What follows belongs to an exercise in optimizing a design on an open flow for small area, a short achievable clock period and few clock cycles per item; a production flow would make more cautious choices. Where RTL was checked, it was by simulation tests only, not by an equivalence proof against the original. The RTL of run 2 was laid out without a check of its function. Power is estimated from default activity; no workload was simulated.

<file path="flow/config.mk">
export PLATFORM = sky130hd
export DESIGN_NAME = milestone_mac_array
export DESIGN_NICKNAME = milestone_mac_array
export VERILOG_FILES = /design/flow/design.v
export SDC_FILE = /design/flow/constraint.sdc
export NUM_CORES = 4
export LEC_CHECK = 0
export CAP_MARGIN = 20
export CORE_MARGIN = 2
export CORE_UTILIZATION = 60
export SETUP_SLACK_MARGIN = 4.5
export SLEW_MARGIN = 20
</file>
<file path="flow/constraint.sdc">
create_clock -name core_clock -period 8.0 [get_ports {Clock_50}]
set_input_delay 1.6000 -clock core_clock [delete_from_list [all_inputs] [get_ports {Clock_50}]]
set_output_delay 1.6000 -clock core_clock [all_outputs]
set_load 0.01 [all_outputs]
</file>
<file path="flow/design.v">
module milestone_mac_array (
    input  logic         Clock_50,
    input  logic         Resetn,
    input  logic         start,
    input  logic         clear,
    input  logic [31:0]  init_value,
    input  logic         in_valid,
    output logic         in_ready,
    input  logic [47:0]  sample,
    input  logic [47:0]  coef,
    input  logic         subtract,
    output logic         out_valid,
    input  logic         out_ready,
    output logic [95:0]  acc_raw,
    output logic [23:0]  result,
    output logic         busy
);
    logic       busy_q;
    logic       acc_st_q;    
    logic       drain_q;     
    logic       fin_q;       
    logic       out_st_q;    
    logic [2:0] tap_cnt_q;
    logic accept;
    logic take;
    logic last_beat;
    logic resolve;           
    assign in_ready  = acc_st_q;
    assign out_valid = out_st_q;
    assign busy      = busy_q;
    assign accept    = in_valid && acc_st_q;
    assign take      = accept && !clear;
    assign last_beat = (tap_cnt_q == 3'd5);
    assign resolve   = fin_q || out_st_q;
    always_ff @(posedge Clock_50 or negedge Resetn) begin
        if (!Resetn) begin
            busy_q    <= 1'b0;
            acc_st_q  <= 1'b0;
            drain_q   <= 1'b0;
            fin_q     <= 1'b0;
            out_st_q  <= 1'b0;
            tap_cnt_q <= '0;
        end else if (clear || (out_st_q && out_ready)) begin
            busy_q    <= 1'b0;
            acc_st_q  <= 1'b0;
            drain_q   <= 1'b0;
            fin_q     <= 1'b0;
            out_st_q  <= 1'b0;
        end else if (!busy_q) begin
            if (start) begin
                busy_q    <= 1'b1;
                acc_st_q  <= 1'b1;
                tap_cnt_q <= '0;
            end
        end else begin
            drain_q <= 1'b0;
            fin_q   <= drain_q;
            if (fin_q) out_st_q <= 1'b1;
            if (accept) begin
                tap_cnt_q <= tap_cnt_q + 1'b1;
                if (last_beat) begin
                    acc_st_q <= 1'b0;
                    drain_q  <= 1'b1;
                end
            end
        end
    end
    for (genvar c = 0; c < 3; c++) begin : g_ch
        logic [16:0] bz;      
        logic [7:0]  one_d, two_d, neg_d;
        logic [7:0]  one, two, neg;
        logic [15:0] a;
        logic [31:0] acc_s, acc_c;
        logic [16:0] x0, x1, x2, x3, x4, x5, x6, x7;
        logic [31:0] tree_s, tree_c;
        logic [31:0] sum;
        logic [23:0] shifted;
        logic [7:0]  res_ch, res_out;
        assign bz = {coef[c*16 +: 16], 1'b0};
        always_comb begin
            for (int j = 0; j < 8; j++) begin
                one_d[j] = take & (bz[2*j+1] ^ bz[2*j]);
                two_d[j] = take & ((bz[2*j+2] & ~bz[2*j+1] & ~bz[2*j]) |
                                   (~bz[2*j+2] & bz[2*j+1] & bz[2*j]));
                neg_d[j] = take & (bz[2*j+2] ^ subtract);
            end
        end
        always_ff @(posedge Clock_50 or negedge Resetn) begin
            if (!Resetn) begin
                one <= '0;
                two <= '0;
                neg <= '0;
            end else begin
                one <= one_d;
                two <= two_d;
                neg <= neg_d;
            end
        end
        always_ff @(posedge Clock_50) begin
            a <= sample[c*16 +: 16];
        end
        assign x0 = (({17{one[0]}} & {a[15], a}) | ({17{two[0]}} & {a, 1'b0})) ^ {17{neg[0]}};
        assign x1 = (({17{one[1]}} & {a[15], a}) | ({17{two[1]}} & {a, 1'b0})) ^ {17{neg[1]}};
        assign x2 = (({17{one[2]}} & {a[15], a}) | ({17{two[2]}} & {a, 1'b0})) ^ {17{neg[2]}};
        assign x3 = (({17{one[3]}} & {a[15], a}) | ({17{two[3]}} & {a, 1'b0})) ^ {17{neg[3]}};
        assign x4 = (({17{one[4]}} & {a[15], a}) | ({17{two[4]}} & {a, 1'b0})) ^ {17{neg[4]}};
        assign x5 = (({17{one[5]}} & {a[15], a}) | ({17{two[5]}} & {a, 1'b0})) ^ {17{neg[5]}};
        assign x6 = (({17{one[6]}} & {a[15], a}) | ({17{two[6]}} & {a, 1'b0})) ^ {17{neg[6]}};
        assign x7 = (({17{one[7]}} & {a[15], a}) | ({17{two[7]}} & {a, 1'b0})) ^ {17{neg[7]}};
        logic t0, t1, t2, t3, t4, t5, t6, t7, t8, t9, t10, t11, t12, t13, t14, t15, t16, t17, t18, t19, t20, t21, t22, t23, t24, t25, t26, t27, t28, t29, t30, t31, t32, t33, t34, t35, t36, t37, t38, t39, t40, t41, t42, t43, t44, t45, t46, t47, t48, t49, t50, t51, t52, t53, t54, t55, t56, t57, t58, t59, t60, t61, t62, t63, t64, t65, t66, t67, t68, t69, t70, t71, t72, t73, t74, t75, t76, t77, t78, t79, t80, t81, t82, t83, t84, t85, t86, t87, t88, t89, t90, t91, t92, t93, t94, t95, t96, t97, t98, t99, t100, t101, t102, t103, t104, t105, t106, t107, t108, t109, t110, t111, t112, t113, t114, t115, t116, t117, t118, t119, t120, t121, t122, t123, t124, t125, t126, t127, t128, t129, t130, t131, t132, t133, t134, t135, t136, t137, t138, t139, t140, t141, t142, t143, t144, t145, t146, t147, t148, t149, t150, t151, t152, t153, t154, t155, t156, t157, t158, t159, t160, t161, t162, t163, t164, t165, t166, t167, t168, t169, t170, t171, t172, t173, t174, t175, t176, t177, t178, t179, t180, t181, t182, t183, t184, t185, t186, t187, t188, t189, t190, t191, t192, t193, t194, t195, t196, t197, t198, t199, t200, t201, t202, t203, t204, t205, t206, t207, t208, t209, t210, t211, t212, t213, t214, t215, t216, t217, t218, t219, t220, t221, t222, t223, t224, t225, t226, t227, t228, t229, t230, t231, t232, t233, t234, t235, t236, t237, t238, t239, t240, t241, t242, t243, t244, t245, t246, t247, t248, t249, t250, t251, t252, t253, t254, t255, t256, t257, t258, t259, t260, t261, t262, t263, t264, t265, t266, t267, t268, t269, t270, t271, t272, t273, t274, t275, t276, t277, t278, t279, t280, t281, t282, t283, t284, t285, t286, t287, t288, t289, t290, t291, t292, t293, t294, t295, t296, t297, t298, t299, t300, t301, t302, t303, t304, t305, t306, t307;
        assign t0 = acc_s[0] ^ acc_c[0] ^ neg[0];
        assign t1 = (acc_s[0] & acc_c[0]) | (acc_s[0] & neg[0]) | (acc_c[0] & neg[0]);
        assign t2 = acc_s[1] ^ acc_c[1] ^ x0[1];
        assign t3 = (acc_s[1] & acc_c[1]) | (acc_s[1] & x0[1]) | (acc_c[1] & x0[1]);
        assign t4 = acc_s[2] ^ acc_c[2] ^ neg[1];
        assign t5 = (acc_s[2] & acc_c[2]) | (acc_s[2] & neg[1]) | (acc_c[2] & neg[1]);
        assign t6 = x0[2] ^ x1[0] ^ t4;
        assign t7 = (x0[2] & x1[0]) | (x0[2] & t4) | (x1[0] & t4);
        assign t8 = acc_s[3] ^ acc_c[3] ^ x0[3];
        assign t9 = (acc_s[3] & acc_c[3]) | (acc_s[3] & x0[3]) | (acc_c[3] & x0[3]);
        assign t10 = x1[1] ^ t5 ^ t8;
        assign t11 = (x1[1] & t5) | (x1[1] & t8) | (t5 & t8);
        assign t12 = acc_s[4] ^ acc_c[4] ^ neg[2];
        assign t13 = (acc_s[4] & acc_c[4]) | (acc_s[4] & neg[2]) | (acc_c[4] & neg[2]);
        assign t14 = x0[4] ^ x1[2] ^ x2[0];
        assign t15 = (x0[4] & x1[2]) | (x0[4] & x2[0]) | (x1[2] & x2[0]);
        assign t16 = t12 ^ t9 ^ t14;
        assign t17 = (t12 & t9) | (t12 & t14) | (t9 & t14);
        assign t18 = acc_s[5] ^ acc_c[5] ^ x0[5];
        assign t19 = (acc_s[5] & acc_c[5]) | (acc_s[5] & x0[5]) | (acc_c[5] & x0[5]);
        assign t20 = x1[3] ^ x2[1] ^ t13;
        assign t21 = (x1[3] & x2[1]) | (x1[3] & t13) | (x2[1] & t13);
        assign t22 = t15 ^ t18 ^ t20;
        assign t23 = (t15 & t18) | (t15 & t20) | (t18 & t20);
        assign t24 = acc_s[6] ^ acc_c[6] ^ neg[3];
        assign t25 = (acc_s[6] & acc_c[6]) | (acc_s[6] & neg[3]) | (acc_c[6] & neg[3]);
        assign t26 = x0[6] ^ x1[4] ^ x2[2];
        assign t27 = (x0[6] & x1[4]) | (x0[6] & x2[2]) | (x1[4] & x2[2]);
        assign t28 = x3[0] ^ t24 ^ t19;
        assign t29 = (x3[0] & t24) | (x3[0] & t19) | (t24 & t19);
        assign t30 = t26 ^ t21 ^ t28;
        assign t31 = (t26 & t21) | (t26 & t28) | (t21 & t28);
        assign t32 = acc_s[7] ^ acc_c[7] ^ x0[7];
        assign t33 = (acc_s[7] & acc_c[7]) | (acc_s[7] & x0[7]) | (acc_c[7] & x0[7]);
        assign t34 = x1[5] ^ x2[3] ^ x3[1];
        assign t35 = (x1[5] & x2[3]) | (x1[5] & x3[1]) | (x2[3] & x3[1]);
        assign t36 = t25 ^ t27 ^ t32;
        assign t37 = (t25 & t27) | (t25 & t32) | (t27 & t32);
        assign t38 = t34 ^ t29 ^ t36;
        assign t39 = (t34 & t29) | (t34 & t36) | (t29 & t36);
        assign t40 = acc_s[8] ^ acc_c[8] ^ neg[4];
        assign t41 = (acc_s[8] & acc_c[8]) | (acc_s[8] & neg[4]) | (acc_c[8] & neg[4]);
        assign t42 = x0[8] ^ x1[6] ^ x2[4];
        assign t43 = (x0[8] & x1[6]) | (x0[8] & x2[4]) | (x1[6] & x2[4]);
        assign t44 = x3[2] ^ x4[0] ^ t40;
        assign t45 = (x3[2] & x4[0]) | (x3[2] & t40) | (x4[0] & t40);
        assign t46 = t33 ^ t35 ^ t42;
        assign t47 = (t33 & t35) | (t33 & t42) | (t35 & t42);
        assign t48 = t44 ^ t37 ^ t46;
        assign t49 = (t44 & t37) | (t44 & t46) | (t37 & t46);
        assign t50 = acc_s[9] ^ acc_c[9] ^ x0[9];
        assign t51 = (acc_s[9] & acc_c[9]) | (acc_s[9] & x0[9]) | (acc_c[9] & x0[9]);
        assign t52 = x1[7] ^ x2[5] ^ x3[3];
        assign t53 = (x1[7] & x2[5]) | (x1[7] & x3[3]) | (x2[5] & x3[3]);
        assign t54 = x4[1] ^ t41 ^ t43;
        assign t55 = (x4[1] & t41) | (x4[1] & t43) | (t41 & t43);
        assign t56 = t50 ^ t52 ^ t45;
        assign t57 = (t50 & t52) | (t50 & t45) | (t52 & t45);
        assign t58 = t54 ^ t47 ^ t56;
        assign t59 = (t54 & t47) | (t54 & t56) | (t47 & t56);
        assign t60 = acc_s[10] ^ acc_c[10] ^ neg[5];
        assign t61 = (acc_s[10] & acc_c[10]) | (acc_s[10] & neg[5]) | (acc_c[10] & neg[5]);
        assign t62 = x0[10] ^ x1[8] ^ x2[6];
        assign t63 = (x0[10] & x1[8]) | (x0[10] & x2[6]) | (x1[8] & x2[6]);
        assign t64 = x3[4] ^ x4[2] ^ x5[0];
        assign t65 = (x3[4] & x4[2]) | (x3[4] & x5[0]) | (x4[2] & x5[0]);
        assign t66 = t60 ^ t51 ^ t53;
        assign t67 = (t60 & t51) | (t60 & t53) | (t51 & t53);
        assign t68 = t62 ^ t64 ^ t55;
        assign t69 = (t62 & t64) | (t62 & t55) | (t64 & t55);
        assign t70 = t66 ^ t57 ^ t68;
        assign t71 = (t66 & t57) | (t66 & t68) | (t57 & t68);
        assign t72 = acc_s[11] ^ acc_c[11] ^ x0[11];
        assign t73 = (acc_s[11] & acc_c[11]) | (acc_s[11] & x0[11]) | (acc_c[11] & x0[11]);
        assign t74 = x1[9] ^ x2[7] ^ x3[5];
        assign t75 = (x1[9] & x2[7]) | (x1[9] & x3[5]) | (x2[7] & x3[5]);
        assign t76 = x4[3] ^ x5[1] ^ t61;
        assign t77 = (x4[3] & x5[1]) | (x4[3] & t61) | (x5[1] & t61);
        assign t78 = t63 ^ t65 ^ t72;
        assign t79 = (t63 & t65) | (t63 & t72) | (t65 & t72);
        assign t80 = t74 ^ t76 ^ t67;
        assign t81 = (t74 & t76) | (t74 & t67) | (t76 & t67);
        assign t82 = t78 ^ t69 ^ t80;
        assign t83 = (t78 & t69) | (t78 & t80) | (t69 & t80);
        assign t84 = acc_s[12] ^ acc_c[12] ^ neg[6];
        assign t85 = (acc_s[12] & acc_c[12]) | (acc_s[12] & neg[6]) | (acc_c[12] & neg[6]);
        assign t86 = x0[12] ^ x1[10] ^ x2[8];
        assign t87 = (x0[12] & x1[10]) | (x0[12] & x2[8]) | (x1[10] & x2[8]);
        assign t88 = x3[6] ^ x4[4] ^ x5[2];
        assign t89 = (x3[6] & x4[4]) | (x3[6] & x5[2]) | (x4[4] & x5[2]);
        assign t90 = x6[0] ^ t84 ^ t73;
        assign t91 = (x6[0] & t84) | (x6[0] & t73) | (t84 & t73);
        assign t92 = t75 ^ t86 ^ t88;
        assign t93 = (t75 & t86) | (t75 & t88) | (t86 & t88);
        assign t94 = t77 ^ t90 ^ t79;
        assign t95 = (t77 & t90) | (t77 & t79) | (t90 & t79);
        assign t96 = t92 ^ t81 ^ t94;
        assign t97 = (t92 & t81) | (t92 & t94) | (t81 & t94);
        assign t98 = acc_s[13] ^ acc_c[13] ^ x0[13];
        assign t99 = (acc_s[13] & acc_c[13]) | (acc_s[13] & x0[13]) | (acc_c[13] & x0[13]);
        assign t100 = x1[11] ^ x2[9] ^ x3[7];
        assign t101 = (x1[11] & x2[9]) | (x1[11] & x3[7]) | (x2[9] & x3[7]);
        assign t102 = x4[5] ^ x5[3] ^ x6[1];
        assign t103 = (x4[5] & x5[3]) | (x4[5] & x6[1]) | (x5[3] & x6[1]);
        assign t104 = t85 ^ t87 ^ t89;
        assign t105 = (t85 & t87) | (t85 & t89) | (t87 & t89);
        assign t106 = t98 ^ t100 ^ t102;
        assign t107 = (t98 & t100) | (t98 & t102) | (t100 & t102);
        assign t108 = t91 ^ t104 ^ t93;
        assign t109 = (t91 & t104) | (t91 & t93) | (t104 & t93);
        assign t110 = t106 ^ t95 ^ t108;
        assign t111 = (t106 & t95) | (t106 & t108) | (t95 & t108);
        assign t112 = acc_s[14] ^ acc_c[14] ^ neg[7];
        assign t113 = (acc_s[14] & acc_c[14]) | (acc_s[14] & neg[7]) | (acc_c[14] & neg[7]);
        assign t114 = x0[14] ^ x1[12] ^ x2[10];
        assign t115 = (x0[14] & x1[12]) | (x0[14] & x2[10]) | (x1[12] & x2[10]);
        assign t116 = x3[8] ^ x4[6] ^ x5[4];
        assign t117 = (x3[8] & x4[6]) | (x3[8] & x5[4]) | (x4[6] & x5[4]);
        assign t118 = x6[2] ^ x7[0] ^ t112;
        assign t119 = (x6[2] & x7[0]) | (x6[2] & t112) | (x7[0] & t112);
        assign t120 = t99 ^ t101 ^ t103;
        assign t121 = (t99 & t101) | (t99 & t103) | (t101 & t103);
        assign t122 = t114 ^ t116 ^ t118;
        assign t123 = (t114 & t116) | (t114 & t118) | (t116 & t118);
        assign t124 = t105 ^ t120 ^ t107;
        assign t125 = (t105 & t120) | (t105 & t107) | (t120 & t107);
        assign t126 = t122 ^ t109 ^ t124;
        assign t127 = (t122 & t109) | (t122 & t124) | (t109 & t124);
        assign t128 = acc_s[15] ^ acc_c[15] ^ x0[15];
        assign t129 = (acc_s[15] & acc_c[15]) | (acc_s[15] & x0[15]) | (acc_c[15] & x0[15]);
        assign t130 = x1[13] ^ x2[11] ^ x3[9];
        assign t131 = (x1[13] & x2[11]) | (x1[13] & x3[9]) | (x2[11] & x3[9]);
        assign t132 = x4[7] ^ x5[5] ^ x6[3];
        assign t133 = (x4[7] & x5[5]) | (x4[7] & x6[3]) | (x5[5] & x6[3]);
        assign t134 = x7[1] ^ t113 ^ t115;
        assign t135 = (x7[1] & t113) | (x7[1] & t115) | (t113 & t115);
        assign t136 = t117 ^ t128 ^ t130;
        assign t137 = (t117 & t128) | (t117 & t130) | (t128 & t130);
        assign t138 = t132 ^ t119 ^ t121;
        assign t139 = (t132 & t119) | (t132 & t121) | (t119 & t121);
        assign t140 = t134 ^ t136 ^ t123;
        assign t141 = (t134 & t136) | (t134 & t123) | (t136 & t123);
        assign t142 = t125 ^ t138 ^ t140;
        assign t143 = (t125 & t138) | (t125 & t140) | (t138 & t140);
        assign t144 = acc_s[16] ^ acc_c[16] ^ x0[16];
        assign t145 = (acc_s[16] & acc_c[16]) | (acc_s[16] & x0[16]) | (acc_c[16] & x0[16]);
        assign t146 = x1[14] ^ x2[12] ^ x3[10];
        assign t147 = (x1[14] & x2[12]) | (x1[14] & x3[10]) | (x2[12] & x3[10]);
        assign t148 = x4[8] ^ x5[6] ^ x6[4];
        assign t149 = (x4[8] & x5[6]) | (x4[8] & x6[4]) | (x5[6] & x6[4]);
        assign t150 = x7[2] ^ t129 ^ t131;
        assign t151 = (x7[2] & t129) | (x7[2] & t131) | (t129 & t131);
        assign t152 = t133 ^ t144 ^ t146;
        assign t153 = (t133 & t144) | (t133 & t146) | (t144 & t146);
        assign t154 = t148 ^ t135 ^ t150;
        assign t155 = (t148 & t135) | (t148 & t150) | (t135 & t150);
        assign t156 = t137 ^ t152 ^ t139;
        assign t157 = (t137 & t152) | (t137 & t139) | (t152 & t139);
        assign t158 = t154 ^ t141 ^ t156;
        assign t159 = (t154 & t141) | (t154 & t156) | (t141 & t156);
        assign t160 = acc_s[17] ^ acc_c[17] ^ x0[16];
        assign t161 = (acc_s[17] & acc_c[17]) | (acc_s[17] & x0[16]) | (acc_c[17] & x0[16]);
        assign t162 = x1[15] ^ x2[13] ^ x3[11];
        assign t163 = (x1[15] & x2[13]) | (x1[15] & x3[11]) | (x2[13] & x3[11]);
        assign t164 = x4[9] ^ x5[7] ^ x6[5];
        assign t165 = (x4[9] & x5[7]) | (x4[9] & x6[5]) | (x5[7] & x6[5]);
        assign t166 = x7[3] ^ t145 ^ t147;
        assign t167 = (x7[3] & t145) | (x7[3] & t147) | (t145 & t147);
        assign t168 = t149 ^ t160 ^ t162;
        assign t169 = (t149 & t160) | (t149 & t162) | (t160 & t162);
        assign t170 = t164 ^ t151 ^ t166;
        assign t171 = (t164 & t151) | (t164 & t166) | (t151 & t166);
        assign t172 = t153 ^ t168 ^ t155;
        assign t173 = (t153 & t168) | (t153 & t155) | (t168 & t155);
        assign t174 = t170 ^ t157 ^ t172;
        assign t175 = (t170 & t157) | (t170 & t172) | (t157 & t172);
        assign t176 = acc_s[18] ^ acc_c[18] ^ ~x0[16];
        assign t177 = (acc_s[18] & acc_c[18]) | (acc_s[18] & ~x0[16]) | (acc_c[18] & ~x0[16]);
        assign t178 = ~x1[16] ^ x2[14] ^ x3[12];
        assign t179 = (~x1[16] & x2[14]) | (~x1[16] & x3[12]) | (x2[14] & x3[12]);
        assign t180 = x4[10] ^ x5[8] ^ x6[6];
        assign t181 = (x4[10] & x5[8]) | (x4[10] & x6[6]) | (x5[8] & x6[6]);
        assign t182 = x7[4] ^ t161 ^ t163;
        assign t183 = (x7[4] & t161) | (x7[4] & t163) | (t161 & t163);
        assign t184 = t165 ^ t176 ^ t178;
        assign t185 = (t165 & t176) | (t165 & t178) | (t176 & t178);
        assign t186 = t180 ^ t167 ^ t182;
        assign t187 = (t180 & t167) | (t180 & t182) | (t167 & t182);
        assign t188 = t169 ^ t184 ^ t171;
        assign t189 = (t169 & t184) | (t169 & t171) | (t184 & t171);
        assign t190 = t186 ^ t173 ^ t188;
        assign t191 = (t186 & t173) | (t186 & t188) | (t173 & t188);
        assign t192 = ~(acc_s[19]);
        assign t193 = acc_c[19] ^ t192 ^ x2[15];
        assign t194 = (acc_c[19] & t192) | (acc_c[19] & x2[15]) | (t192 & x2[15]);
        assign t195 = x3[13] ^ x4[11] ^ x5[9];
        assign t196 = (x3[13] & x4[11]) | (x3[13] & x5[9]) | (x4[11] & x5[9]);
        assign t197 = x6[7] ^ x7[5] ^ t177;
        assign t198 = (x6[7] & x7[5]) | (x6[7] & t177) | (x7[5] & t177);
        assign t199 = t179 ^ t181 ^ t193;
        assign t200 = (t179 & t181) | (t179 & t193) | (t181 & t193);
        assign t201 = t195 ^ t183 ^ t197;
        assign t202 = (t195 & t183) | (t195 & t197) | (t183 & t197);
        assign t203 = t185 ^ t199 ^ t187;
        assign t204 = (t185 & t199) | (t185 & t187) | (t199 & t187);
        assign t205 = t201 ^ t189 ^ t203;
        assign t206 = (t201 & t189) | (t201 & t203) | (t189 & t203);
        assign t207 = acc_s[20] ^ acc_c[20] ^ (acc_s[19]);
        assign t208 = (acc_s[20] & acc_c[20]) | (acc_s[20] & (acc_s[19])) | (acc_c[20] & (acc_s[19]));
        assign t209 = t207 ^ ~x2[16] ^ x3[14];
        assign t210 = (t207 & ~x2[16]) | (t207 & x3[14]) | (~x2[16] & x3[14]);
        assign t211 = x4[12] ^ x5[10] ^ x6[8];
        assign t212 = (x4[12] & x5[10]) | (x4[12] & x6[8]) | (x5[10] & x6[8]);
        assign t213 = x7[6] ^ t194 ^ t196;
        assign t214 = (x7[6] & t194) | (x7[6] & t196) | (t194 & t196);
        assign t215 = t209 ^ t211 ^ t198;
        assign t216 = (t209 & t211) | (t209 & t198) | (t211 & t198);
        assign t217 = t213 ^ t200 ^ t202;
        assign t218 = (t213 & t200) | (t213 & t202) | (t200 & t202);
        assign t219 = t215 ^ t204 ^ t217;
        assign t220 = (t215 & t204) | (t215 & t217) | (t204 & t217);
        assign t221 = ~(acc_s[21]);
        assign t222 = acc_c[21] ^ t221 ^ t208;
        assign t223 = (acc_c[21] & t221) | (acc_c[21] & t208) | (t221 & t208);
        assign t224 = x3[15] ^ x4[13] ^ x5[11];
        assign t225 = (x3[15] & x4[13]) | (x3[15] & x5[11]) | (x4[13] & x5[11]);
        assign t226 = x6[9] ^ x7[7] ^ t222;
        assign t227 = (x6[9] & x7[7]) | (x6[9] & t222) | (x7[7] & t222);
        assign t228 = t210 ^ t212 ^ t224;
        assign t229 = (t210 & t212) | (t210 & t224) | (t212 & t224);
        assign t230 = t226 ^ t214 ^ t228;
        assign t231 = (t226 & t214) | (t226 & t228) | (t214 & t228);
        assign t232 = t216 ^ t230 ^ t218;
        assign t233 = (t216 & t230) | (t216 & t218) | (t230 & t218);
        assign t234 = acc_s[22] ^ acc_c[22] ^ (acc_s[21]);
        assign t235 = (acc_s[22] & acc_c[22]) | (acc_s[22] & (acc_s[21])) | (acc_c[22] & (acc_s[21]));
        assign t236 = t234 ^ ~x3[16] ^ x4[14];
        assign t237 = (t234 & ~x3[16]) | (t234 & x4[14]) | (~x3[16] & x4[14]);
        assign t238 = x5[12] ^ x6[10] ^ x7[8];
        assign t239 = (x5[12] & x6[10]) | (x5[12] & x7[8]) | (x6[10] & x7[8]);
        assign t240 = t223 ^ t225 ^ t236;
        assign t241 = (t223 & t225) | (t223 & t236) | (t225 & t236);
        assign t242 = t238 ^ t227 ^ t229;
        assign t243 = (t238 & t227) | (t238 & t229) | (t227 & t229);
        assign t244 = t240 ^ t231 ^ t242;
        assign t245 = (t240 & t231) | (t240 & t242) | (t231 & t242);
        assign t246 = ~(acc_s[23]);
        assign t247 = acc_c[23] ^ t246 ^ t235;
        assign t248 = (acc_c[23] & t246) | (acc_c[23] & t235) | (t246 & t235);
        assign t249 = x4[15] ^ x5[13] ^ x6[11];
        assign t250 = (x4[15] & x5[13]) | (x4[15] & x6[11]) | (x5[13] & x6[11]);
        assign t251 = x7[9] ^ t247 ^ t237;
        assign t252 = (x7[9] & t247) | (x7[9] & t237) | (t247 & t237);
        assign t253 = t239 ^ t249 ^ t251;
        assign t254 = (t239 & t249) | (t239 & t251) | (t249 & t251);
        assign t255 = t241 ^ t243 ^ t253;
        assign t256 = (t241 & t243) | (t241 & t253) | (t243 & t253);
        assign t257 = acc_s[24] ^ acc_c[24] ^ (acc_s[23]);
        assign t258 = (acc_s[24] & acc_c[24]) | (acc_s[24] & (acc_s[23])) | (acc_c[24] & (acc_s[23]));
        assign t259 = t257 ^ ~x4[16] ^ x5[14];
        assign t260 = (t257 & ~x4[16]) | (t257 & x5[14]) | (~x4[16] & x5[14]);
        assign t261 = x6[12] ^ x7[10] ^ t248;
        assign t262 = (x6[12] & x7[10]) | (x6[12] & t248) | (x7[10] & t248);
        assign t263 = t250 ^ t259 ^ t261;
        assign t264 = (t250 & t259) | (t250 & t261) | (t259 & t261);
        assign t265 = t252 ^ t263 ^ t254;
        assign t266 = (t252 & t263) | (t252 & t254) | (t263 & t254);
        assign t267 = ~(acc_s[25]);
        assign t268 = acc_c[25] ^ t267 ^ t258;
        assign t269 = (acc_c[25] & t267) | (acc_c[25] & t258) | (t267 & t258);
        assign t270 = x5[15] ^ x6[13] ^ x7[11];
        assign t271 = (x5[15] & x6[13]) | (x5[15] & x7[11]) | (x6[13] & x7[11]);
        assign t272 = t268 ^ t260 ^ t270;
        assign t273 = (t268 & t260) | (t268 & t270) | (t260 & t270);
        assign t274 = t262 ^ t272 ^ t264;
        assign t275 = (t262 & t272) | (t262 & t264) | (t272 & t264);
        assign t276 = acc_s[26] ^ acc_c[26] ^ (acc_s[25]);
        assign t277 = (acc_s[26] & acc_c[26]) | (acc_s[26] & (acc_s[25])) | (acc_c[26] & (acc_s[25]));
        assign t278 = t276 ^ ~x5[16] ^ x6[14];
        assign t279 = (t276 & ~x5[16]) | (t276 & x6[14]) | (~x5[16] & x6[14]);
        assign t280 = x7[12] ^ t269 ^ t271;
        assign t281 = (x7[12] & t269) | (x7[12] & t271) | (t269 & t271);
        assign t282 = t278 ^ t280 ^ t273;
        assign t283 = (t278 & t280) | (t278 & t273) | (t280 & t273);
        assign t284 = ~(acc_s[27]);
        assign t285 = acc_c[27] ^ t284 ^ t277;
        assign t286 = (acc_c[27] & t284) | (acc_c[27] & t277) | (t284 & t277);
        assign t287 = x6[15] ^ x7[13] ^ t285;
        assign t288 = (x6[15] & x7[13]) | (x6[15] & t285) | (x7[13] & t285);
        assign t289 = t279 ^ t287 ^ t281;
        assign t290 = (t279 & t287) | (t279 & t281) | (t287 & t281);
        assign t291 = acc_s[28] ^ acc_c[28] ^ (acc_s[27]);
        assign t292 = (acc_s[28] & acc_c[28]) | (acc_s[28] & (acc_s[27])) | (acc_c[28] & (acc_s[27]));
        assign t293 = t291 ^ ~x6[16] ^ x7[14];
        assign t294 = (t291 & ~x6[16]) | (t291 & x7[14]) | (~x6[16] & x7[14]);
        assign t295 = t286 ^ t293 ^ t288;
        assign t296 = (t286 & t293) | (t286 & t288) | (t293 & t288);
        assign t297 = ~(acc_s[29]);
        assign t298 = acc_c[29] ^ t297 ^ t292;
        assign t299 = (acc_c[29] & t297) | (acc_c[29] & t292) | (t297 & t292);
        assign t300 = x7[15] ^ t298 ^ t294;
        assign t301 = (x7[15] & t298) | (x7[15] & t294) | (t298 & t294);
        assign t302 = acc_s[30] ^ acc_c[30] ^ (acc_s[29]);
        assign t303 = (acc_s[30] & acc_c[30]) | (acc_s[30] & (acc_s[29])) | (acc_c[30] & (acc_s[29]));
        assign t304 = t302 ^ ~x7[16] ^ t299;
        assign t305 = (t302 & ~x7[16]) | (t302 & t299) | (~x7[16] & t299);
        assign t306 = ~(acc_s[31]);
        assign t307 = acc_c[31] ^ t306 ^ t303;
        assign tree_s = {t307, t304, t300, t295, t283, t282, t274, t256, t245, t244, t220, t206, t191, t175, t159, t143, t127, t111, t97, t83, t71, t59, t49, t39, t31, t23, t17, t11, t7, t3, t1, x0[0]};
        assign tree_c = {t305, t301, t296, t290, t289, t275, t266, t265, t255, t233, t232, t219, t205, t190, t174, t158, t142, t126, t110, t96, t82, t70, t58, t48, t38, t30, t22, t16, t10, t6, t2, t0};
        logic [31:0] cp_g0, cp_p0;
        assign cp_g0 = acc_s & acc_c;
        assign cp_p0 = acc_s ^ acc_c;
        logic cp_G0, cp_P0;
        assign cp_G0 = cp_g0[1] | (cp_p0[1] & cp_g0[0]);
        assign cp_P0 = cp_p0[1] & cp_p0[0];
        logic cp_G1, cp_P1;
        assign cp_G1 = cp_g0[3] | (cp_p0[3] & cp_g0[2]);
        assign cp_P1 = cp_p0[3] & cp_p0[2];
        logic cp_G2, cp_P2;
        assign cp_G2 = cp_g0[5] | (cp_p0[5] & cp_g0[4]);
        assign cp_P2 = cp_p0[5] & cp_p0[4];
        logic cp_G3, cp_P3;
        assign cp_G3 = cp_g0[7] | (cp_p0[7] & cp_g0[6]);
        assign cp_P3 = cp_p0[7] & cp_p0[6];
        logic cp_G4, cp_P4;
        assign cp_G4 = cp_g0[9] | (cp_p0[9] & cp_g0[8]);
        assign cp_P4 = cp_p0[9] & cp_p0[8];
        logic cp_G5, cp_P5;
        assign cp_G5 = cp_g0[11] | (cp_p0[11] & cp_g0[10]);
        assign cp_P5 = cp_p0[11] & cp_p0[10];
        logic cp_G6, cp_P6;
        assign cp_G6 = cp_g0[13] | (cp_p0[13] & cp_g0[12]);
        assign cp_P6 = cp_p0[13] & cp_p0[12];
        logic cp_G7, cp_P7;
        assign cp_G7 = cp_g0[15] | (cp_p0[15] & cp_g0[14]);
        assign cp_P7 = cp_p0[15] & cp_p0[14];
        logic cp_G8, cp_P8;
        assign cp_G8 = cp_g0[17] | (cp_p0[17] & cp_g0[16]);
        assign cp_P8 = cp_p0[17] & cp_p0[16];
        logic cp_G9, cp_P9;
        assign cp_G9 = cp_g0[19] | (cp_p0[19] & cp_g0[18]);
        assign cp_P9 = cp_p0[19] & cp_p0[18];
        logic cp_G10, cp_P10;
        assign cp_G10 = cp_g0[21] | (cp_p0[21] & cp_g0[20]);
        assign cp_P10 = cp_p0[21] & cp_p0[20];
        logic cp_G11, cp_P11;
        assign cp_G11 = cp_g0[23] | (cp_p0[23] & cp_g0[22]);
        assign cp_P11 = cp_p0[23] & cp_p0[22];
        logic cp_G12, cp_P12;
        assign cp_G12 = cp_g0[25] | (cp_p0[25] & cp_g0[24]);
        assign cp_P12 = cp_p0[25] & cp_p0[24];
        logic cp_G13, cp_P13;
        assign cp_G13 = cp_g0[27] | (cp_p0[27] & cp_g0[26]);
        assign cp_P13 = cp_p0[27] & cp_p0[26];
        logic cp_G14, cp_P14;
        assign cp_G14 = cp_g0[29] | (cp_p0[29] & cp_g0[28]);
        assign cp_P14 = cp_p0[29] & cp_p0[28];
        logic cp_G15, cp_P15;
        assign cp_G15 = cp_g0[31] | (cp_p0[31] & cp_g0[30]);
        assign cp_P15 = cp_p0[31] & cp_p0[30];
        logic cp_G16, cp_P16;
        assign cp_G16 = cp_G1 | (cp_P1 & cp_G0);
        assign cp_P16 = cp_P1 & cp_P0;
        logic cp_G17, cp_P17;
        assign cp_G17 = cp_G3 | (cp_P3 & cp_G2);
        assign cp_P17 = cp_P3 & cp_P2;
        logic cp_G18, cp_P18;
        assign cp_G18 = cp_G5 | (cp_P5 & cp_G4);
        assign cp_P18 = cp_P5 & cp_P4;
        logic cp_G19, cp_P19;
        assign cp_G19 = cp_G7 | (cp_P7 & cp_G6);
        assign cp_P19 = cp_P7 & cp_P6;
        logic cp_G20, cp_P20;
        assign cp_G20 = cp_G9 | (cp_P9 & cp_G8);
        assign cp_P20 = cp_P9 & cp_P8;
        logic cp_G21, cp_P21;
        assign cp_G21 = cp_G11 | (cp_P11 & cp_G10);
        assign cp_P21 = cp_P11 & cp_P10;
        logic cp_G22, cp_P22;
        assign cp_G22 = cp_G13 | (cp_P13 & cp_G12);
        assign cp_P22 = cp_P13 & cp_P12;
        logic cp_G23, cp_P23;
        assign cp_G23 = cp_G15 | (cp_P15 & cp_G14);
        assign cp_P23 = cp_P15 & cp_P14;
        logic cp_G24, cp_P24;
        assign cp_G24 = cp_G17 | (cp_P17 & cp_G16);
        assign cp_P24 = cp_P17 & cp_P16;
        logic cp_G25, cp_P25;
        assign cp_G25 = cp_G19 | (cp_P19 & cp_G18);
        assign cp_P25 = cp_P19 & cp_P18;
        logic cp_G26, cp_P26;
        assign cp_G26 = cp_G21 | (cp_P21 & cp_G20);
        assign cp_P26 = cp_P21 & cp_P20;
        logic cp_G27, cp_P27;
        assign cp_G27 = cp_G23 | (cp_P23 & cp_G22);
        assign cp_P27 = cp_P23 & cp_P22;
        logic cp_G28, cp_P28;
        assign cp_G28 = cp_G25 | (cp_P25 & cp_G24);
        assign cp_P28 = cp_P25 & cp_P24;
        logic cp_G29, cp_P29;
        assign cp_G29 = cp_G27 | (cp_P27 & cp_G26);
        assign cp_P29 = cp_P27 & cp_P26;
        logic cp_G30, cp_P30;
        assign cp_G30 = cp_G29 | (cp_P29 & cp_G28);
        assign cp_P30 = cp_P29 & cp_P28;
        logic cp_G31, cp_P31;
        assign cp_G31 = cp_G26 | (cp_P26 & cp_G28);
        assign cp_P31 = cp_P26 & cp_P28;
        logic cp_G32, cp_P32;
        assign cp_G32 = cp_G18 | (cp_P18 & cp_G24);
        assign cp_P32 = cp_P18 & cp_P24;
        logic cp_G33, cp_P33;
        assign cp_G33 = cp_G20 | (cp_P20 & cp_G28);
        assign cp_P33 = cp_P20 & cp_P28;
        logic cp_G34, cp_P34;
        assign cp_G34 = cp_G22 | (cp_P22 & cp_G31);
        assign cp_P34 = cp_P22 & cp_P31;
        logic cp_G35, cp_P35;
        assign cp_G35 = cp_G2 | (cp_P2 & cp_G16);
        assign cp_P35 = cp_P2 & cp_P16;
        logic cp_G36, cp_P36;
        assign cp_G36 = cp_G4 | (cp_P4 & cp_G24);
        assign cp_P36 = cp_P4 & cp_P24;
        logic cp_G37, cp_P37;
        assign cp_G37 = cp_G6 | (cp_P6 & cp_G32);
        assign cp_P37 = cp_P6 & cp_P32;
        logic cp_G38, cp_P38;
        assign cp_G38 = cp_G8 | (cp_P8 & cp_G28);
        assign cp_P38 = cp_P8 & cp_P28;
        logic cp_G39, cp_P39;
        assign cp_G39 = cp_G10 | (cp_P10 & cp_G33);
        assign cp_P39 = cp_P10 & cp_P33;
        logic cp_G40, cp_P40;
        assign cp_G40 = cp_G12 | (cp_P12 & cp_G31);
        assign cp_P40 = cp_P12 & cp_P31;
        logic cp_G41, cp_P41;
        assign cp_G41 = cp_G14 | (cp_P14 & cp_G34);
        assign cp_P41 = cp_P14 & cp_P34;
        logic cp_G42, cp_P42;
        assign cp_G42 = cp_g0[2] | (cp_p0[2] & cp_G0);
        assign cp_P42 = cp_p0[2] & cp_P0;
        logic cp_G43, cp_P43;
        assign cp_G43 = cp_g0[4] | (cp_p0[4] & cp_G16);
        assign cp_P43 = cp_p0[4] & cp_P16;
        logic cp_G44, cp_P44;
        assign cp_G44 = cp_g0[6] | (cp_p0[6] & cp_G35);
        assign cp_P44 = cp_p0[6] & cp_P35;
        logic cp_G45, cp_P45;
        assign cp_G45 = cp_g0[8] | (cp_p0[8] & cp_G24);
        assign cp_P45 = cp_p0[8] & cp_P24;
        logic cp_G46, cp_P46;
        assign cp_G46 = cp_g0[10] | (cp_p0[10] & cp_G36);
        assign cp_P46 = cp_p0[10] & cp_P36;
        logic cp_G47, cp_P47;
        assign cp_G47 = cp_g0[12] | (cp_p0[12] & cp_G32);
        assign cp_P47 = cp_p0[12] & cp_P32;
        logic cp_G48, cp_P48;
        assign cp_G48 = cp_g0[14] | (cp_p0[14] & cp_G37);
        assign cp_P48 = cp_p0[14] & cp_P37;
        logic cp_G49, cp_P49;
        assign cp_G49 = cp_g0[16] | (cp_p0[16] & cp_G28);
        assign cp_P49 = cp_p0[16] & cp_P28;
        logic cp_G50, cp_P50;
        assign cp_G50 = cp_g0[18] | (cp_p0[18] & cp_G38);
        assign cp_P50 = cp_p0[18] & cp_P38;
        logic cp_G51, cp_P51;
        assign cp_G51 = cp_g0[20] | (cp_p0[20] & cp_G33);
        assign cp_P51 = cp_p0[20] & cp_P33;
        logic cp_G52, cp_P52;
        assign cp_G52 = cp_g0[22] | (cp_p0[22] & cp_G39);
        assign cp_P52 = cp_p0[22] & cp_P39;
        logic cp_G53, cp_P53;
        assign cp_G53 = cp_g0[24] | (cp_p0[24] & cp_G31);
        assign cp_P53 = cp_p0[24] & cp_P31;
        logic cp_G54, cp_P54;
        assign cp_G54 = cp_g0[26] | (cp_p0[26] & cp_G40);
        assign cp_P54 = cp_p0[26] & cp_P40;
        logic cp_G55, cp_P55;
        assign cp_G55 = cp_g0[28] | (cp_p0[28] & cp_G34);
        assign cp_P55 = cp_p0[28] & cp_P34;
        logic cp_G56, cp_P56;
        assign cp_G56 = cp_g0[30] | (cp_p0[30] & cp_G41);
        assign cp_P56 = cp_p0[30] & cp_P41;
        assign sum = {cp_p0[31] ^ cp_G56, cp_p0[30] ^ cp_G41, cp_p0[29] ^ cp_G55, cp_p0[28] ^ cp_G34, cp_p0[27] ^ cp_G54, cp_p0[26] ^ cp_G40, cp_p0[25] ^ cp_G53, cp_p0[24] ^ cp_G31, cp_p0[23] ^ cp_G52, cp_p0[22] ^ cp_G39, cp_p0[21] ^ cp_G51, cp_p0[20] ^ cp_G33, cp_p0[19] ^ cp_G50, cp_p0[18] ^ cp_G38, cp_p0[17] ^ cp_G49, cp_p0[16] ^ cp_G28, cp_p0[15] ^ cp_G48, cp_p0[14] ^ cp_G37, cp_p0[13] ^ cp_G47, cp_p0[12] ^ cp_G32, cp_p0[11] ^ cp_G46, cp_p0[10] ^ cp_G36, cp_p0[9] ^ cp_G45, cp_p0[8] ^ cp_G24, cp_p0[7] ^ cp_G44, cp_p0[6] ^ cp_G35, cp_p0[5] ^ cp_G43, cp_p0[4] ^ cp_G16, cp_p0[3] ^ cp_G42, cp_p0[2] ^ cp_G0, cp_p0[1] ^ cp_g0[0], cp_p0[0]};
        logic [31:0] alt_s;
        logic        keep_tree;
        assign keep_tree = busy_q && !resolve;
        assign alt_s     = busy_q ? sum : init_value;
        always_ff @(posedge Clock_50) begin
            acc_s <= keep_tree ? tree_s : alt_s;
            acc_c <= keep_tree ? tree_c : 32'd0;
        end
        assign shifted = acc_s[31:8];
        always_comb begin
            res_ch = shifted[7:0];
            if (shifted[23]) begin
                res_ch = '0;
            end else if (|shifted[22:8]) begin
                res_ch = '1;
            end
        end
        assign res_out = res_ch;
        assign acc_raw[c*32 +: 32] = acc_s;
        assign result[c*8 +: 8]    = res_out;
    end
endmodule
</file>
<file path="flow/run.sh">
#!/bin/bash
# synth_recipe.tcl (not shown) runs the flow's synth.tcl, then flattens the netlist and writes it again
# the make line also repeats each setting of config.mk as NAME=value (left out here)
make -C /OpenROAD-flow-scripts/flow DESIGN_CONFIG=/design/flow/config.mk WORK_HOME=/design/flow/orfs CLKGATE_MAP_FILE= SYNTH_SCRIPT=/design/flow/synth_recipe.tcl finish
</file>
==> run_results.csv, run 1 <==
group,metric,value,unit
yosys,yosysSeqAreaShare,0.207,
critical_path,crit_path_slowest_cell,"dfxtp_4",
worst_hold_path,holdCritPathClass,"reg2reg",
clock_tree,clk_transition_reported_paths,0.06,ns
critical_path,worst-r2r-cell-count,9,
drt,dr.first_iter.drc_count,2675,
drt,drc_errors,0,
critical_path,worst-r2r-setup-slack,4.54,ns
finish,fin_util,0.728,
critical_path,worstSetupEndpointType,"primary output",
clock_tree,root_buffer_master,"clkbuf_16",
clock_tree,clk_path_buf_depth,3,
critical_path,worst_ep_required_time,6.40,ns
clock_tree,holdBufCountCts,0,
clock_tree,cts_max_level,2,
floorplanning,initial_utilization,0.610,
critical_path,path_delay_family,"simple AND/OR/NAND/NOR gates",
global_routing,grt_pass1_wl,161000,µm
sta,period_minus_slack,3.59,ns
drt,met2_routed_length,46700,µm
global_routing,grt_start_max_net_pins,107,
power,powerDensity,277,nW/µm²
sta,period_share,0.449,
placed_design,gp_weighted_congestion,0.950,
yosys,ys.flop_type,"dfxtp_1",
floorplanning,fp-row-count,85,
yosys,synthesis.yosys.warnings,1,
yosys,ys_top_cells_by_area,"fa_1, dfxtp_1, xnor2_1",
sta,layout_setup_ws,4.41,ns
finish,seqCellArea,7130,µm²
global_routing,grt.overflow.total,0,
critical_path,timing.critical_path.slowest_cell_delay,0.36,ns
yosys,asyncSetResetFlopFracSynth,0.250,
power,p_leak,0.0168,µW
finish,multiInputGateArea,23900,µm²
placed_design,portBuffers,257,
critical_path,timing_worst_setup_path_type,"reg2out",
drt,met3_wirelength,11000,µm
worst_hold_path,hold_depth,2,
sta,final_max_slew_viol_count,0,
sta,maxSlewHeadroom,0.278,
worst_hold_path,min_delay_worst_endpoint,"drain_q",
finish,num-nets-final,4465,
placed_design,detailedPlacementHpwl,75600,µm
yosys,synth.avg_cell_area,9.34,µm²
global_routing,grt.total_usage,0.373,
placed_design,post-place-ws,3.98,ns
sta,tightest_slew,1.08,ns
sta,finalClockSkew,0.0128,ns
critical_path,timing.critical_path.buf_inv,3,
drt,detail_route.wirelength.met1,41900,µm
global_routing,grt_antenna_before_repair,2,
yosys,synthDominantCellAreaShare,0.303,
finish,area_growth_syn_to_layout,19.4,%
floorplanning,die_x_extent,238,µm
yosys,syn-cell-area,33000,µm²
floorplanning,dieArea,56800,µm²
critical_path,count_of_cell_instances_traversed_by_the_critical_path,7,
yosys,syn-num-nets,4269,
clock_tree,cts_tree,"yes",
critical_path,critPathArrivalTime,1.99,ns
drt,drt-total-wl,105000,µm
finish,layout-drive-gt1-share,0.165,
yosys,largest_area_contributor_in_the_netlist,"fa_1",
global_routing,grt_pass1_vias,26700,
floorplanning,dieHeight,238,µm
yosys,netlist-cell-type-count,61,
sta,finalHoldViolations,0,
critical_path,reg2reg_to,"g_ch[1].acc_s[20]",
floorplanning,core_region_area,54000,µm²
clock_tree,worst_skew_pair.late_latency,0.59,ns
clock_tree,cts_num_sinks,320,
drt,wl_per_cell,23.7,µm
critical_path,worst_path_most_repeated_cell,"buf_6",
outcome,run_status,"complete, no violations",
critical_path,critPathLaunchType,"flip-flop",
drt,ant_nets,0,
yosys,edff_count_synth,0,
yosys,synthMostInstantiatedCell,"inv_1",
drt,firstDrtPassIters,7,
power,vdd_drop_max,0.205,mV
drt,avgViaCountPerCell,6.00,
critical_path,timing.rr.start,"g_ch[1].one[2]",
yosys,synth.top_cells.by_count,"inv_1, fa_1, xnor2_1",
drt,via_count,26700,
sta,setup_viol,0,
floorplanning,pin_count,258,
flow_run,timing.max_cap.violations,0,
critical_path,crit_path_cell_trace,"nor4_4, nand4_1, buf_6, buf_6, nor2_2, nor2_1, buf_2",
sta,fin_tns_setup,0,ns
sta,setup_repair_after_global_routing_missed_its_margin,"true",
yosys,post_synth_inst_count,3529,
drt,route.top_layer_used,"met5",
clock_tree,cts_inserted_buffers,39,
worst_hold_path,min-delay-start,"drain_q",
sta,maximum_clock_frequency,0.279,GHz
finish,n_fill_cell,4084,
yosys,synth.ff_latch_count,320,
critical_path,timing.critical_path.fanout_max,6,
[layout make-up]
class                      instances  area share
antenna                            2    0.000127
clock buffer                      58      0.0300
clock inverter                    14     0.00582
inverter                         511      0.0496
multi-input combinational       2400       0.607
sequential                       320       0.181
tap                              696      0.0221
timing repair buffer             453       0.104
[report_power, final]
part           switching [µW]  total (µW)  internal, µW
Sequential                683        2700          2020
Clock                     772        1960          1190
Combinational            3350        6260          2910
Total                    4800       10900          6120
[worst max-delay path by stage]
stage / start / to / slack [ns]
floorplan: g_ch[0].one[3] / g_ch[0].acc_c[16] / 4.49
global placement: g_ch[0].neg[2] / g_ch[0].acc_c[19] / 4.01
detailed placement: g_ch[1].neg[0] / g_ch[1].acc_s[20] / 3.98
CTS: g_ch[0].acc_s[18] / result[3] / 4.35
global route: g_ch[0].acc_s[29] / result[6] / 4.36
finish: g_ch[0].acc_s[29] / result[2] / 4.41
[cells in the final DEF (no fill, tap or decap), types with 41 or more instances in the layout]
master,n
fa_1,454
dfxtp_4,46
xnor2_1,391
clkbuf_16,41
a22oi_1,319
inv_1,482
and3_1,92
dfxtp_1,164
nor2_1,211
nand2_1,156
o21ai_0,121
buf_4,170
xor2_1,95
clkdlybuf4s50_1,231
dfrtp_2,44
ha_1,106
a21oi_1,161
a22oi_2,41
fa_2,44
[state kept, by name, summed over array words and instances (netlist names)]
signal / count
g_ch.acc_s: 96
drain_q: 1
acc_st_q: 1
g_ch.a: 48
g_ch.two: 24
g_ch.neg: 24
out_st_q: 1
fin_q: 1
busy_q: 1
g_ch.one: 24
g_ch.acc_c: 96
tap_cnt_q: 3
[stage by stage]
stage               hold WS [ns]  cells  power (µW)  instance area, µm²
floorplan                  0.486   3529        6570               33100
global placement           0.508   4210        8390               35500
detailed placement         0.535   4210        8650               35500
CTS                        0.549   4390       10700               38200
global route               0.591   4453       11900               39400
finish                     0.545   4454       10900               39400
[logic make-up (layout without fill, tap and decap cells)]
family          after synthesis  after routing  share of synthesized area
fa+ha+maj                   605            605                      0.343
mux                           2              2                   0.000607
other cells                   0              2                          0
buf+inv                     809           1036                     0.0928
compound gates              721            721                      0.145
flops                       320            320                      0.207
xor+xnor                    504            504                      0.134
simple gates                568            568                     0.0783
[what timing repair did]
action | 4_1_cts | 5_1_grt
pin swaps | 21 | 89
setup endpoints to repair | 95 | 83
buffers inserted | 108 | 62
gates resized for setup | 287 | 231
hold endpoints to repair | 0 | 0
[per-layer routing]
layer,global-route usage,up-vias
li1,-,11600
met1,0.512,13200
met2,0.560,1546
met3,0.0941,314
met4,0.170,2
met5,0,-
[worst reg2reg max path, cell delays in order (launching register included)]
cell and delay (ns):
dfrtp_2 0.46, buf_4 0.21, a22oi_1 0.33, xnor2_2 0.19, fa_1 0.49, fa_1 0.57, fa_1 0.44, fa_1 0.43
nor2_1 0.11, a21oi_1 0.06
Testbench counts, summed over its fixed seeds: cycles 24,000, items 2,400.
==> run 2: changes to the inputs <==
--- a/flow/design.v
+++ b/flow/design.v
@@ -76,5 +76,5 @@
         logic [31:0] sum;
         logic [23:0] shifted;
-        logic [7:0]  res_ch, res_out;
+        logic [7:0]  res_ch;
         assign bz = {coef[c*16 +: 16], 1'b0};
         always_comb begin
@@ -419,188 +419,18 @@
         assign tree_s = {t307, t304, t300, t295, t283, t282, t274, t256, t245, t244, t220, t206, t191, t175, t159, t143, t127, t111, t97, t83, t71, t59, t49, t39, t31, t23, t17, t11, t7, t3, t1, x0[0]};
         assign tree_c = {t305, t301, t296, t290, t289, t275, t266, t265, t255, t233, t232, t219, t205, t190, t174, t158, t142, t126, t110, t96, t82, t70, t58, t48, t38, t30, t22, t16, t10, t6, t2, t0};
-        logic [31:0] cp_g0, cp_p0;
-        assign cp_g0 = acc_s & acc_c;
-        assign cp_p0 = acc_s ^ acc_c;
-        logic cp_G0, cp_P0;
-        assign cp_G0 = cp_g0[1] | (cp_p0[1] & cp_g0[0]);
-        assign cp_P0 = cp_p0[1] & cp_p0[0];
-        logic cp_G1, cp_P1;
-        assign cp_G1 = cp_g0[3] | (cp_p0[3] & cp_g0[2]);
-        assign cp_P1 = cp_p0[3] & cp_p0[2];
-        logic cp_G2, cp_P2;
-        assign cp_G2 = cp_g0[5] | (cp_p0[5] & cp_g0[4]);
-        assign cp_P2 = cp_p0[5] & cp_p0[4];
-        logic cp_G3, cp_P3;
-        assign cp_G3 = cp_g0[7] | (cp_p0[7] & cp_g0[6]);
-        assign cp_P3 = cp_p0[7] & cp_p0[6];
-        logic cp_G4, cp_P4;
-        assign cp_G4 = cp_g0[9] | (cp_p0[9] & cp_g0[8]);
-        assign cp_P4 = cp_p0[9] & cp_p0[8];
-        logic cp_G5, cp_P5;
-        assign cp_G5 = cp_g0[11] | (cp_p0[11] & cp_g0[10]);
-        assign cp_P5 = cp_p0[11] & cp_p0[10];
-        logic cp_G6, cp_P6;
-        assign cp_G6 = cp_g0[13] | (cp_p0[13] & cp_g0[12]);
-        assign cp_P6 = cp_p0[13] & cp_p0[12];
-        logic cp_G7, cp_P7;
-        assign cp_G7 = cp_g0[15] | (cp_p0[15] & cp_g0[14]);
-        assign cp_P7 = cp_p0[15] & cp_p0[14];
-        logic cp_G8, cp_P8;
-        assign cp_G8 = cp_g0[17] | (cp_p0[17] & cp_g0[16]);
-        assign cp_P8 = cp_p0[17] & cp_p0[16];
-        logic cp_G9, cp_P9;
-        assign cp_G9 = cp_g0[19] | (cp_p0[19] & cp_g0[18]);
-        assign cp_P9 = cp_p0[19] & cp_p0[18];
-        logic cp_G10, cp_P10;
-        assign cp_G10 = cp_g0[21] | (cp_p0[21] & cp_g0[20]);
-        assign cp_P10 = cp_p0[21] & cp_p0[20];
-        logic cp_G11, cp_P11;
-        assign cp_G11 = cp_g0[23] | (cp_p0[23] & cp_g0[22]);
-        assign cp_P11 = cp_p0[23] & cp_p0[22];
-        logic cp_G12, cp_P12;
-        assign cp_G12 = cp_g0[25] | (cp_p0[25] & cp_g0[24]);
-        assign cp_P12 = cp_p0[25] & cp_p0[24];
-        logic cp_G13, cp_P13;
-        assign cp_G13 = cp_g0[27] | (cp_p0[27] & cp_g0[26]);
-        assign cp_P13 = cp_p0[27] & cp_p0[26];
-        logic cp_G14, cp_P14;
-        assign cp_G14 = cp_g0[29] | (cp_p0[29] & cp_g0[28]);
-        assign cp_P14 = cp_p0[29] & cp_p0[28];
-        logic cp_G15, cp_P15;
-        assign cp_G15 = cp_g0[31] | (cp_p0[31] & cp_g0[30]);
-        assign cp_P15 = cp_p0[31] & cp_p0[30];
-        logic cp_G16, cp_P16;
-        assign cp_G16 = cp_G1 | (cp_P1 & cp_G0);
-        assign cp_P16 = cp_P1 & cp_P0;
-        logic cp_G17, cp_P17;
-        assign cp_G17 = cp_G3 | (cp_P3 & cp_G2);
-        assign cp_P17 = cp_P3 & cp_P2;
-        logic cp_G18, cp_P18;
-        assign cp_G18 = cp_G5 | (cp_P5 & cp_G4);
-        assign cp_P18 = cp_P5 & cp_P4;
-        logic cp_G19, cp_P19;
-        assign cp_G19 = cp_G7 | (cp_P7 & cp_G6);
-        assign cp_P19 = cp_P7 & cp_P6;
-        logic cp_G20, cp_P20;
-        assign cp_G20 = cp_G9 | (cp_P9 & cp_G8);
-        assign cp_P20 = cp_P9 & cp_P8;
-        logic cp_G21, cp_P21;
-        assign cp_G21 = cp_G11 | (cp_P11 & cp_G10);
-        assign cp_P21 = cp_P11 & cp_P10;
-        logic cp_G22, cp_P22;
-        assign cp_G22 = cp_G13 | (cp_P13 & cp_G12);
-        assign cp_P22 = cp_P13 & cp_P12;
-        logic cp_G23, cp_P23;
-        assign cp_G23 = cp_G15 | (cp_P15 & cp_G14);
-        assign cp_P23 = cp_P15 & cp_P14;
-        logic cp_G24, cp_P24;
-        assign cp_G24 = cp_G17 | (cp_P17 & cp_G16);
-        assign cp_P24 = cp_P17 & cp_P16;
-        logic cp_G25, cp_P25;
-        assign cp_G25 = cp_G19 | (cp_P19 & cp_G18);
-        assign cp_P25 = cp_P19 & cp_P18;
-        logic cp_G26, cp_P26;
-        assign cp_G26 = cp_G21 | (cp_P21 & cp_G20);
-        assign cp_P26 = cp_P21 & cp_P20;
-        logic cp_G27, cp_P27;
-        assign cp_G27 = cp_G23 | (cp_P23 & cp_G22);
-        assign cp_P27 = cp_P23 & cp_P22;
-        logic cp_G28, cp_P28;
-        assign cp_G28 = cp_G25 | (cp_P25 & cp_G24);
-        assign cp_P28 = cp_P25 & cp_P24;
-        logic cp_G29, cp_P29;
-        assign cp_G29 = cp_G27 | (cp_P27 & cp_G26);
-        assign cp_P29 = cp_P27 & cp_P26;
-        logic cp_G30, cp_P30;
-        assign cp_G30 = cp_G29 | (cp_P29 & cp_G28);
-        assign cp_P30 = cp_P29 & cp_P28;
-        logic cp_G31, cp_P31;
-        assign cp_G31 = cp_G26 | (cp_P26 & cp_G28);
-        assign cp_P31 = cp_P26 & cp_P28;
-        logic cp_G32, cp_P32;
-        assign cp_G32 = cp_G18 | (cp_P18 & cp_G24);
-        assign cp_P32 = cp_P18 & cp_P24;
-        logic cp_G33, cp_P33;
-        assign cp_G33 = cp_G20 | (cp_P20 & cp_G28);
-        assign cp_P33 = cp_P20 & cp_P28;
-        logic cp_G34, cp_P34;
-        assign cp_G34 = cp_G22 | (cp_P22 & cp_G31);
-        assign cp_P34 = cp_P22 & cp_P31;
-        logic cp_G35, cp_P35;
-        assign cp_G35 = cp_G2 | (cp_P2 & cp_G16);
-        assign cp_P35 = cp_P2 & cp_P16;
-        logic cp_G36, cp_P36;
-        assign cp_G36 = cp_G4 | (cp_P4 & cp_G24);
-        assign cp_P36 = cp_P4 & cp_P24;
-        logic cp_G37, cp_P37;
-        assign cp_G37 = cp_G6 | (cp_P6 & cp_G32);
-        assign cp_P37 = cp_P6 & cp_P32;
-        logic cp_G38, cp_P38;
-        assign cp_G38 = cp_G8 | (cp_P8 & cp_G28);
-        assign cp_P38 = cp_P8 & cp_P28;
-        logic cp_G39, cp_P39;
-        assign cp_G39 = cp_G10 | (cp_P10 & cp_G33);
-        assign cp_P39 = cp_P10 & cp_P33;
-        logic cp_G40, cp_P40;
-        assign cp_G40 = cp_G12 | (cp_P12 & cp_G31);
-        assign cp_P40 = cp_P12 & cp_P31;
-        logic cp_G41, cp_P41;
-        assign cp_G41 = cp_G14 | (cp_P14 & cp_G34);
-        assign cp_P41 = cp_P14 & cp_P34;
-        logic cp_G42, cp_P42;
-        assign cp_G42 = cp_g0[2] | (cp_p0[2] & cp_G0);
-        assign cp_P42 = cp_p0[2] & cp_P0;
-        logic cp_G43, cp_P43;
-        assign cp_G43 = cp_g0[4] | (cp_p0[4] & cp_G16);
-        assign cp_P43 = cp_p0[4] & cp_P16;
-        logic cp_G44, cp_P44;
-        assign cp_G44 = cp_g0[6] | (cp_p0[6] & cp_G35);
-        assign cp_P44 = cp_p0[6] & cp_P35;
-        logic cp_G45, cp_P45;
-        assign cp_G45 = cp_g0[8] | (cp_p0[8] & cp_G24);
-        assign cp_P45 = cp_p0[8] & cp_P24;
-        logic cp_G46, cp_P46;
-        assign cp_G46 = cp_g0[10] | (cp_p0[10] & cp_G36);
-        assign cp_P46 = cp_p0[10] & cp_P36;
-        logic cp_G47, cp_P47;
-        assign cp_G47 = cp_g0[12] | (cp_p0[12] & cp_G32);
-        assign cp_P47 = cp_p0[12] & cp_P32;
-        logic cp_G48, cp_P48;
-        assign cp_G48 = cp_g0[14] | (cp_p0[14] & cp_G37);
-        assign cp_P48 = cp_p0[14] & cp_P37;
-        logic cp_G49, cp_P49;
-        assign cp_G49 = cp_g0[16] | (cp_p0[16] & cp_G28);
-        assign cp_P49 = cp_p0[16] & cp_P28;
-        logic cp_G50, cp_P50;
-        assign cp_G50 = cp_g0[18] | (cp_p0[18] & cp_G38);
-        assign cp_P50 = cp_p0[18] & cp_P38;
-        logic cp_G51, cp_P51;
-        assign cp_G51 = cp_g0[20] | (cp_p0[20] & cp_G33);
-        assign cp_P51 = cp_p0[20] & cp_P33;
-        logic cp_G52, cp_P52;
-        assign cp_G52 = cp_g0[22] | (cp_p0[22] & cp_G39);
-        assign cp_P52 = cp_p0[22] & cp_P39;
-        logic cp_G53, cp_P53;
-        assign cp_G53 = cp_g0[24] | (cp_p0[24] & cp_G31);
-        assign cp_P53 = cp_p0[24] & cp_P31;
-        logic cp_G54, cp_P54;
-        assign cp_G54 = cp_g0[26] | (cp_p0[26] & cp_G40);
-        assign cp_P54 = cp_p0[26] & cp_P40;
-        logic cp_G55, cp_P55;
-        assign cp_G55 = cp_g0[28] | (cp_p0[28] & cp_G34);
-        assign cp_P55 = cp_p0[28] & cp_P34;
-        logic cp_G56, cp_P56;
-        assign cp_G56 = cp_g0[30] | (cp_p0[30] & cp_G41);
-        assign cp_P56 = cp_p0[30] & cp_P41;
-        assign sum = {cp_p0[31] ^ cp_G56, cp_p0[30] ^ cp_G41, cp_p0[29] ^ cp_G55, cp_p0[28] ^ cp_G34, cp_p0[27] ^ cp_G54, cp_p0[26] ^ cp_G40, cp_p0[25] ^ cp_G53, cp_p0[24] ^ cp_G31, cp_p0[23] ^ cp_G52, cp_p0[22] ^ cp_G39, cp_p0[21] ^ cp_G51, cp_p0[20] ^ cp_G33, cp_p0[19] ^ cp_G50, cp_p0[18] ^ cp_G38, cp_p0[17] ^ cp_G49, cp_p0[16] ^ cp_G28, cp_p0[15] ^ cp_G48, cp_p0[14] ^ cp_G37, cp_p0[13] ^ cp_G47, cp_p0[12] ^ cp_G32, cp_p0[11] ^ cp_G46, cp_p0[10] ^ cp_G36, cp_p0[9] ^ cp_G45, cp_p0[8] ^ cp_G24, cp_p0[7] ^ cp_G44, cp_p0[6] ^ cp_G35, cp_p0[5] ^ cp_G43, cp_p0[4] ^ cp_G16, cp_p0[3] ^ cp_G42, cp_p0[2] ^ cp_G0, cp_p0[1] ^ cp_g0[0], cp_p0[0]};
-        logic [31:0] alt_s;
-        logic        keep_tree;
-        assign keep_tree = busy_q && !resolve;
-        assign alt_s     = busy_q ? sum : init_value;
+        assign sum = acc_s + acc_c;
         always_ff @(posedge Clock_50) begin
-            acc_s <= keep_tree ? tree_s : alt_s;
-            acc_c <= keep_tree ? tree_c : 32'd0;
+            if (!busy_q) begin
+                acc_s <= init_value;
+                acc_c <= '0;
+            end else if (resolve) begin
+                acc_s <= sum;
+                acc_c <= '0;
+            end else begin
+                acc_s <= tree_s;
+                acc_c <= tree_c;
+            end
         end
-        assign shifted = acc_s[31:8];
+        assign shifted = sum[31:8];
         always_comb begin
             res_ch = shifted[7:0];
@@ -611,7 +441,10 @@
             end
         end
-        assign res_out = res_ch;
+        logic [7:0] res_q;
+        always_ff @(posedge Clock_50) begin
+            res_q <= res_ch;
+        end
         assign acc_raw[c*32 +: 32] = acc_s;
-        assign result[c*8 +: 8]    = res_out;
+        assign result[c*8 +: 8]    = res_q;
     end
 endmodule
--- a/flow/config.mk
+++ b/flow/config.mk
@@ -8,5 +8,4 @@
 export CAP_MARGIN = 20
 export CORE_MARGIN = 2
-export CORE_UTILIZATION = 60
-export SETUP_SLACK_MARGIN = 4.5
+export CORE_UTILIZATION = 40
 export SLEW_MARGIN = 20
==> run_results.csv, run 2 <==
group,metric,value,unit
clock_tree,cts_max_level,2,
floorplanning,core_region_area,86600,µm²
critical_path,crit_path_slowest_cell,"clkinv_1",
flow_run,timing.max_cap.violations,0,
critical_path,timing.rr.start,"g_ch[0].neg[3]",
placed_design,post-place-ws,3.68,ns
yosys,syn-cell-area,34900,µm²
floorplanning,dieArea,89700,µm²
yosys,asyncSetResetFlopFracSynth,0.233,
floorplanning,pin_count,258,
yosys,post_synth_inst_count,3825,
drt,drt-total-wl,118000,µm
sta,finalHoldViolations,0,
placed_design,portBuffers,257,
sta,hold_slack,0.524,ns
finish,stdcell_count,5037,
sta,setup_viol,0,
drt,via_count,28000,
finish,layout_commonest_cell,"inv_1",
global_routing,grt_antenna_before_repair,10,
sta,maxSlewHeadroom,0.166,
critical_path,critPathLaunchType,"flip-flop",
critical_path,timing.critical_path.fanout_max,14,
floorplanning,initial_utilization,0.403,
drt,wl_per_cell,23.4,µm
sta,period_share,0.542,
placed_design,place_area,38000,µm²
placed_design,detailedPlacementHpwl,90900,µm
power,internal_power,6430,µW
drt,avgViaCountPerCell,5.56,
yosys,synthDominantCellAreaShare,0.260,
critical_path,timing.critical_path.buf_inv,4,
finish,n_fill_cell,8356,
clock_tree,cts_inserted_buffers,45,
yosys,edff_count_synth,0,
sta,tightest_slew,1.24,ns
drt,firstDrtPassIters,6,
critical_path,timing.critical_path.slowest_cell_delay,0.66,ns
yosys,synth.avg_cell_area,9.13,µm²
outcome,run_status,"complete, no violations",
finish,area_growth_syn_to_layout,13.2,%
placed_design,gp_weighted_congestion,0.930,
drt,dr.first_iter.drc_count,2555,
clock_tree,number_of_buffers_inserted_to_repair_setup_after_cts,0,
floorplanning,fp-row-count,108,
critical_path,crit_path_cell_trace,"clkinv_1, xnor2_1, fa_1, fa_1, inv_1, fa_1, inv_1, fa_1, inv_1, fa_1, nand2_1, o21ai_0, mux2_2",
critical_path,reg2reg_to,"g_ch[0].acc_s[20]",
sta,final_max_slew_viol_count,0,
power,power.clock.fraction,0.180,
[run 2: cell families after synthesis]
group | synth area share
AOI/OAI and AO/OA | 0.177
xor gates and xnor gates | 0.131
adders and majority gates | 0.300
buffers and inverters | 0.0853
DFF | 0.209
muxes | 0.00297
and+or+nand+nor | 0.0945
[run 2: how the worst max path moves through the flow]
stage | from | end | slack (ns) | cells after the start
5_1_grt | g_ch[0].neg[3] | g_ch[0].acc_s[20] | 3.44 | 13
4_1_cts | g_ch[0].neg[3] | g_ch[0].acc_s[20] | 3.66 | 13
6_report | g_ch[0].neg[3] | g_ch[0].acc_s[20] | 3.66 | 13
2_1_floorplan | g_ch[0].neg[3] | g_ch[0].acc_s[20] | 4.00 | 15
3_3_place_gp | g_ch[0].neg[3] | g_ch[0].acc_s[20] | 3.74 | 13
3_5_place_dp | g_ch[0].neg[3] | g_ch[0].acc_s[20] | 3.68 | 13
[run 2: final cells by class]
cell class | instances | area [µm²] | area share
timing repair buffer | 288 | 2810 | 0.0711
inverter | 474 | 1780 | 0.0450
antenna | 2 | 5.00 | 0.000127
clock buffer | 66 | 1370 | 0.0346
clock inverter | 17 | 170 | 0.00430
multi-input combinational | 2691 | 24700 | 0.624
tap | 1155 | 1450 | 0.0366
sequential | 344 | 7290 | 0.184
[run 2: per-stage QoR]
| stage | power [µW] | utilization |
|---|---|---|
| finish | 11800 | 0.456 |
| global route | 12900 | 0.456 |
| CTS | 11800 | 0.456 |
| detailed placement | 9620 | 0.438 |
| global placement | 9560 | 0.438 |
| floorplan | 7300 | - |
[run 2: power by group through the flow]
stage                     Clock [µW]  Combinational [µW]  Sequential, µW
after floorplan                    0                4790            2510
after global routing            2240                7940            2740
after detailed placement           0                6900            2720
after global placement             0                6830            2730
final                           2130                6960            2700
after CTS                       2170                6970            2700
[run 2: layer usage]
layer / wire length, µm / GRT usage
met5: 44 / 0
met4: 4670 / 0.0960
met1: 48900 / 0.352
met3: 10200 / 0.0571
met2: 54200 / 0.423
[run 2: worst register-to-register path, cell delays in order (launching register included)]
cell	delay, ns
dfrtp_1	0.50
clkinv_1	0.67
xnor2_1	0.39
fa_1	0.48
fa_1	0.48
inv_1	0.09
fa_1	0.17
inv_1	0.05
fa_1	0.53
inv_1	0.06
fa_1	0.40
nand2_1	0.06
o21ai_0	0.08
mux2_2	0.28

[static timing again, ports no longer ideal]
How much do the figures lean on ideal ports? The routed layouts below were timed once more, with nothing changed but the port constraints.
Step 1: set_driving_cell puts a clkbuf_16 on Clock_50 and a buf_2 on each other input, an assumption about the parent block.
Step 2 also shifts input and output timing later by t, the mid clock arrival at the registers, as if the neighbouring blocks saw the same clock.
Slacks: ideal / step 1 / step 2; pairs: ideal / step 1.
run | t (ns) | slack for setup (ns) | hold slack, ns | clock arrival spread, ns
run 1 | 0.647 | 4.412 / 4.348 / 4.130 | 0.545 / 0.545 / 0.545 | 0.013 / 0.013
run 2 | 0.665 | 3.663 / 3.663 / 3.663 | 0.524 / 0.524 / 0.524 | 0.020 / 0.021
After both steps every run listed still meets setup and hold. The setup slack of run 1, which loses most, moves by -0.064 ns with the drivers and by -0.282 ns with both steps.
